From an optimization exercise on the open Yosys and OpenROAD flow, aimed at small area, a short achievable clock period and few clock cycles; shortcuts taken in it are not production practice.
Only simulation tests tie the RTL to the original design; equivalence was not proved.
No activity file was given, so power comes from the tool's default toggle rates.

## north
==> flow/design.v <==
`default_nettype none
package euclid_pkg;
  localparam int X_W = 8;
  localparam int Y_W = 8;
endpackage
`default_nettype wire
`timescale 1ns/1ps
`default_nettype none
module euclid_top
(
  input  wire logic        cr_intf,
  input  wire logic        rst_n,
  input  wire logic        job_start,
  input  wire logic        job_shape,       
  input  wire logic [7:0]  job_p0_x,
  input  wire logic [7:0]  job_p0_y,
  input  wire logic [7:0]  job_p1_x,
  input  wire logic [7:0]  job_p1_y,
  input  wire logic [7:0]  job_p2_x,
  input  wire logic [7:0]  job_p2_y,
  input  wire logic [15:0] job_color,
  input  wire logic [2:0]  job_bzdepth,
  input  wire logic        pxl_ready,
  output logic             busy,
  output logic             job_done,
  output logic             pxl_valid,
  output logic [7:0]       pxl_x,
  output logic [7:0]       pxl_y,
  output logic [15:0]      pxl_color
);
  assign pxl_color = job_color;
  logic start_c;
  assign start_c = job_start & ~busy;
  logic [1:0] lp_c;
  always_comb
  begin
    case (job_bzdepth)
      3'd0, 3'd1: lp_c = 2'd0;
      3'd2:       lp_c = 2'd1;
      default:    lp_c = 2'd2;
    endcase
  end
  logic       g_act;
  logic [1:0] g_lvl;         
  logic       g_st;          
  logic [1:0] g_j;           
  logic [1:0] g_e;           
  logic [7:0] ta_x, ta_y, tb_x, tb_y, tc_x, tc_y;
  function automatic logic [7:0] mid(input logic [7:0] a, input logic [7:0] b);
    logic [8:0] s;
    logic       cy;
    cy = 1'b0;
    for (int i = 0; i < 8; i++)
    begin
      s[i] = a[i] ^ b[i] ^ cy;
      cy   = (a[i] & b[i]) | (cy & (a[i] ^ b[i]));
    end
    s[8] = cy;
    mid  = s[8:1];
  endfunction
  function automatic logic [7:0] step1(input logic [7:0] x, input logic up);
    logic t;
    t = 1'b1;
    for (int i = 0; i < 8; i++)
    begin
      step1[i] = x[i] ^ t;
      t        = t & (x[i] ^ ~up);
    end
  endfunction
  logic [7:0] mab_x, mab_y, mbc_x, mbc_y;
  assign mab_x = mid(ta_x, tb_x);
  assign mab_y = mid(ta_y, tb_y);
  assign mbc_x = mid(tb_x, tc_x);
  assign mbc_y = mid(tb_y, tc_y);
  logic       g_emit;        
  logic       g_jlast;
  logic       g_last;
  logic       g_dir;
  logic [7:0] g_ep_x, g_ep_y;
  logic       g_take;
  assign g_emit  = g_act & (g_lvl == lp_c);
  assign g_jlast = (lp_c == 2'd0) | ((lp_c == 2'd1) & g_j[0]) | (g_j == 2'd3);
  assign g_last  = (g_e == 2'd3) & g_jlast;
  assign g_dir   = ((lp_c == 2'd2) & (g_lvl == 2'd0)) ? g_j[1] : g_j[0];
  always_comb
  begin
    case (g_e)
      2'd0, 2'd1: begin g_ep_x = mab_x; g_ep_y = mab_y; end
      2'd2:       begin g_ep_x = tb_x;  g_ep_y = tb_y;  end
      default:    begin g_ep_x = tc_x;  g_ep_y = tc_y;  end
    endcase
  end
  logic       ne_v, ne_last;
  logic [7:0] ne_x, ne_y;
  logic       ne_take;
  assign g_take = g_emit & (~ne_v | ne_take);
  logic [7:0] ps_x, ps_y;    
  logic [7:0] en_x, en_y;    
  logic [7:0] dx, dy;
  logic       sx, sy;
  logic signed [9:0] err;
  logic       cur_last;
  assign pxl_x = ps_x;
  assign pxl_y = ps_y;
  logic at_end, accept, line_free;
  assign at_end    = (ps_x == en_x) & (ps_y == en_y);
  assign accept    = pxl_valid & pxl_ready;
  assign job_done  = accept & at_end & cur_last;
  assign line_free = ~pxl_valid | (accept & at_end & ~cur_last);
  assign ne_take   = busy & line_free & ne_v;
  logic [8:0] ddx_a, ddx_b, ddy_a, ddy_b;
  logic [7:0] ndx, ndy;
  logic       nsx, nsy;
  assign ddx_a = {1'b0, ne_x} - {1'b0, en_x};
  assign ddx_b = {1'b0, en_x} - {1'b0, ne_x};
  assign ddy_a = {1'b0, ne_y} - {1'b0, en_y};
  assign ddy_b = {1'b0, en_y} - {1'b0, ne_y};
  assign nsx   = ~ddx_a[8];
  assign nsy   = ~ddy_a[8];
  assign ndx   = nsx ? ddx_a[7:0] : ddx_b[7:0];
  assign ndy   = nsy ? ddy_a[7:0] : ddy_b[7:0];
  logic signed [10:0] tx, ty;
  logic step_x, step_y;
  logic signed [9:0] err_x, err_y, err_xy, err_nx;
  assign tx     = {err, 1'b0};                            
  assign ty     = -$signed({3'b000, dy});
  assign step_x = (tx > ty);                              
  assign step_y = (tx < $signed({3'b000, dx}));           
  assign err_x  = err - $signed({2'b00, dy});
  assign err_y  = err + $signed({2'b00, dx});
  assign err_xy = err + $signed({2'b00, dx}) - $signed({2'b00, dy});
  assign err_nx = ({10{step_x &  step_y}} & err_xy) |
                  ({10{step_x & ~step_y}} & err_x) |
                  ({10{~step_x}}          & err_y);
  always_ff @(posedge cr_intf or negedge rst_n)
  begin
    if (!rst_n)
    begin
      busy      <= 1'b0;
      pxl_valid <= 1'b0;
      ne_v      <= 1'b0;
      g_act     <= 1'b0;
    end
    else
    begin
      if (start_c)
      begin
        busy      <= 1'b1;
        pxl_valid <= 1'b0;
        ne_v      <= ~job_shape | (job_bzdepth == 3'd0);
        g_act     <= job_shape;
      end
      else
      begin
        if (job_done)
        begin
          busy      <= 1'b0;
          pxl_valid <= 1'b0;
        end
        else if (busy & line_free)
          pxl_valid <= ne_v;
        if (g_take)
          ne_v <= 1'b1;
        else if (ne_take)
          ne_v <= 1'b0;
        if (g_take & g_last)
          g_act <= 1'b0;
      end
    end
  end
  always_ff @(posedge cr_intf)
  begin
    if (start_c)
    begin
      ps_x     <= job_p0_x;
      ps_y     <= job_p0_y;
      en_x     <= job_p0_x;
      en_y     <= job_p0_y;
      ne_x     <= job_p1_x;
      ne_y     <= job_p1_y;
      ne_last  <= ~job_shape;
      ta_x     <= job_p0_x;
      ta_y     <= job_p0_y;
      tb_x     <= job_p1_x;
      tb_y     <= job_p1_y;
      tc_x     <= job_p2_x;
      tc_y     <= job_p2_y;
      g_lvl    <= 2'd0;
      g_e      <= (job_bzdepth == 3'd0) ? 2'd3 : 2'd0;
      g_st     <= 1'b0;
      g_j      <= 2'd0;
    end
    else
    begin
      if (g_act & ~g_emit)
      begin
        g_st <= ~g_st;
        if (!g_st)
        begin
          if (g_dir)
          begin
            ta_x <= mab_x; ta_y <= mab_y;
            tb_x <= mbc_x; tb_y <= mbc_y;
          end
          else
          begin
            tb_x <= mab_x; tb_y <= mab_y;
            tc_x <= mbc_x; tc_y <= mbc_y;
          end
        end
        else
        begin
          g_lvl <= g_lvl + 2'd1;
          if (g_dir)
          begin
            ta_x <= mab_x; ta_y <= mab_y;
          end
          else
          begin
            tc_x <= mbc_x; tc_y <= mbc_y;
          end
        end
      end
      else if (g_take)
      begin
        g_e <= g_e + 2'd1;
        if (g_e == 2'd0)
        begin
          ta_x <= mab_x; ta_y <= mab_y;
          tb_x <= mbc_x; tb_y <= mbc_y;
        end
        if (g_e == 2'd3)
        begin
          g_j   <= g_j + 2'd1;
          g_lvl <= 2'd0;
          ta_x  <= job_p0_x; ta_y <= job_p0_y;
          tb_x  <= job_p1_x; tb_y <= job_p1_y;
          tc_x  <= job_p2_x; tc_y <= job_p2_y;
        end
      end
      if (g_take)
      begin
        ne_x    <= g_ep_x;
        ne_y    <= g_ep_y;
        ne_last <= g_last;
      end
      if (ne_take)
      begin
        en_x     <= ne_x;
        en_y     <= ne_y;
        dx       <= ndx;
        dy       <= ndy;
        sx       <= nsx;
        sy       <= nsy;
        err      <= $signed({2'b00, ndx}) - $signed({2'b00, ndy});
        cur_last <= ne_last;
      end
      else if (accept & ~at_end)
      begin
        err <= err_nx[9:0];
        if (step_x)
          ps_x <= step1(ps_x, sx);
        if (step_y)
          ps_y <= step1(ps_y, sy);
      end
    end
  end
endmodule
`default_nettype wire
export LEC_CHECK = 0
export CAP_MARGIN = 20
export CORE_MARGIN = 2
export CORE_UTILIZATION = 40
export CTS_BUF_LIST = sky130_fd_sc_hd__clkbuf_8
export SETUP_SLACK_MARGIN = 1.6
export SLEW_MARGIN = 20
create_clock -name core_clock -period 5.5 [get_ports {cr_intf}]
run.sh (not shown) runs the stock make flow with config.mk's settings and CLKGATE_MAP_FILE= SYNTH_SCRIPT=/design/flow/synth_recipe.tcl, a recipe that flattens the netlist after the stock synthesis.
north completed end to end with timing, DRC and antenna clean.
Testbench counts of north, summed over its fixed seeds: cycles 68,592.
Input changes introduced in south (baseline for comparison: north):
- SETUP_SLACK_MARGIN removed (was 1.6)
### Flow results
Number of sequential cells in the layout: south vs north identical. Of north and south, the run reporting the higher met1 demand-to-capacity share in global routing was north. south: post-route non-filler standard cell count lower than north. Diff south..north | count of clock-buffer cells in the layout | unchanged. In south the time the final worst path needs with I/O delays and setup turned out 0.41 ns higher than in north.
[inputs] east vs south
- setting SETUP_SLACK_MARGIN to 2.4 for the first time
--- outcome ---
Compared with south, in east switching portion of total power about even, wire length of the first global-routing pass rose 3.5%, fmax rose about 13%, sequential cell count about even. Changes observed in east relative to south: final area +12%; via count +about 5%; peak per-stage delay on the critical path -0.07 ns; non-clock buffer instance count of the final layout +about 100%. | routed wire length | east vs south | 7.6% higher |. Between east and south, final worst-path setup slack is lower for south, east comes in above that.
Relative to east, the following input files were edited for west:
- a change of SETUP_SLACK_MARGIN from 2.4 to 2.0
==> run notes <==
In west, relative contribution of the clock network to total power is higher than in east.
west and east ended up with roughly the same met3 track demand over resource.
When west is measured against east, its worst path required time turns out 1.42 ns lower.
west ended up with flop to output port as its startpoint-to-endpoint class of the critical path; east ended up with flop to flop.
Number of synthesized flops with an enable pin: west vs east identical
east has completed all stages; timing, DRC and antenna checks passed.
west completed end to end with timing, DRC and antenna clean.

what the ideal ports hide:
In the flow no input, the clock included, has a driving cell. The finished layouts below were timed again as built, in two steps.
Step 1 assumes that a clkbuf_16 drives the clock port and a buf_2 every other input.
Step 2 moves the port delays by t, midway between the first and last clock arrival at a register: inputs arrive t later, outputs are due t later. That takes back most of the time a late clock gives input paths.
a / b / c = no drivers / after step 1 / after step 2; a / b = the first two.
run | t, ns | setup WS [ns] | latest minus earliest clock arrival (ns)
north | 0.507 | 1.647 / 1.624 / 1.444 | 0.015 / 0.014
south | 0.500 | 1.240 / 1.214 / 1.240 | 0.015 / 0.016
east | 0.506 | 1.735 / 1.735 / 1.735 | 0.017 / 0.017
west | 0.494 | 1.665 / 1.623 / 1.691 | 0.014 / 0.013
After both steps every run listed still meets setup and hold. For north, which loses most, drivers alone change the setup slack by -0.023 ns; drivers and shift together by -0.203 ns.
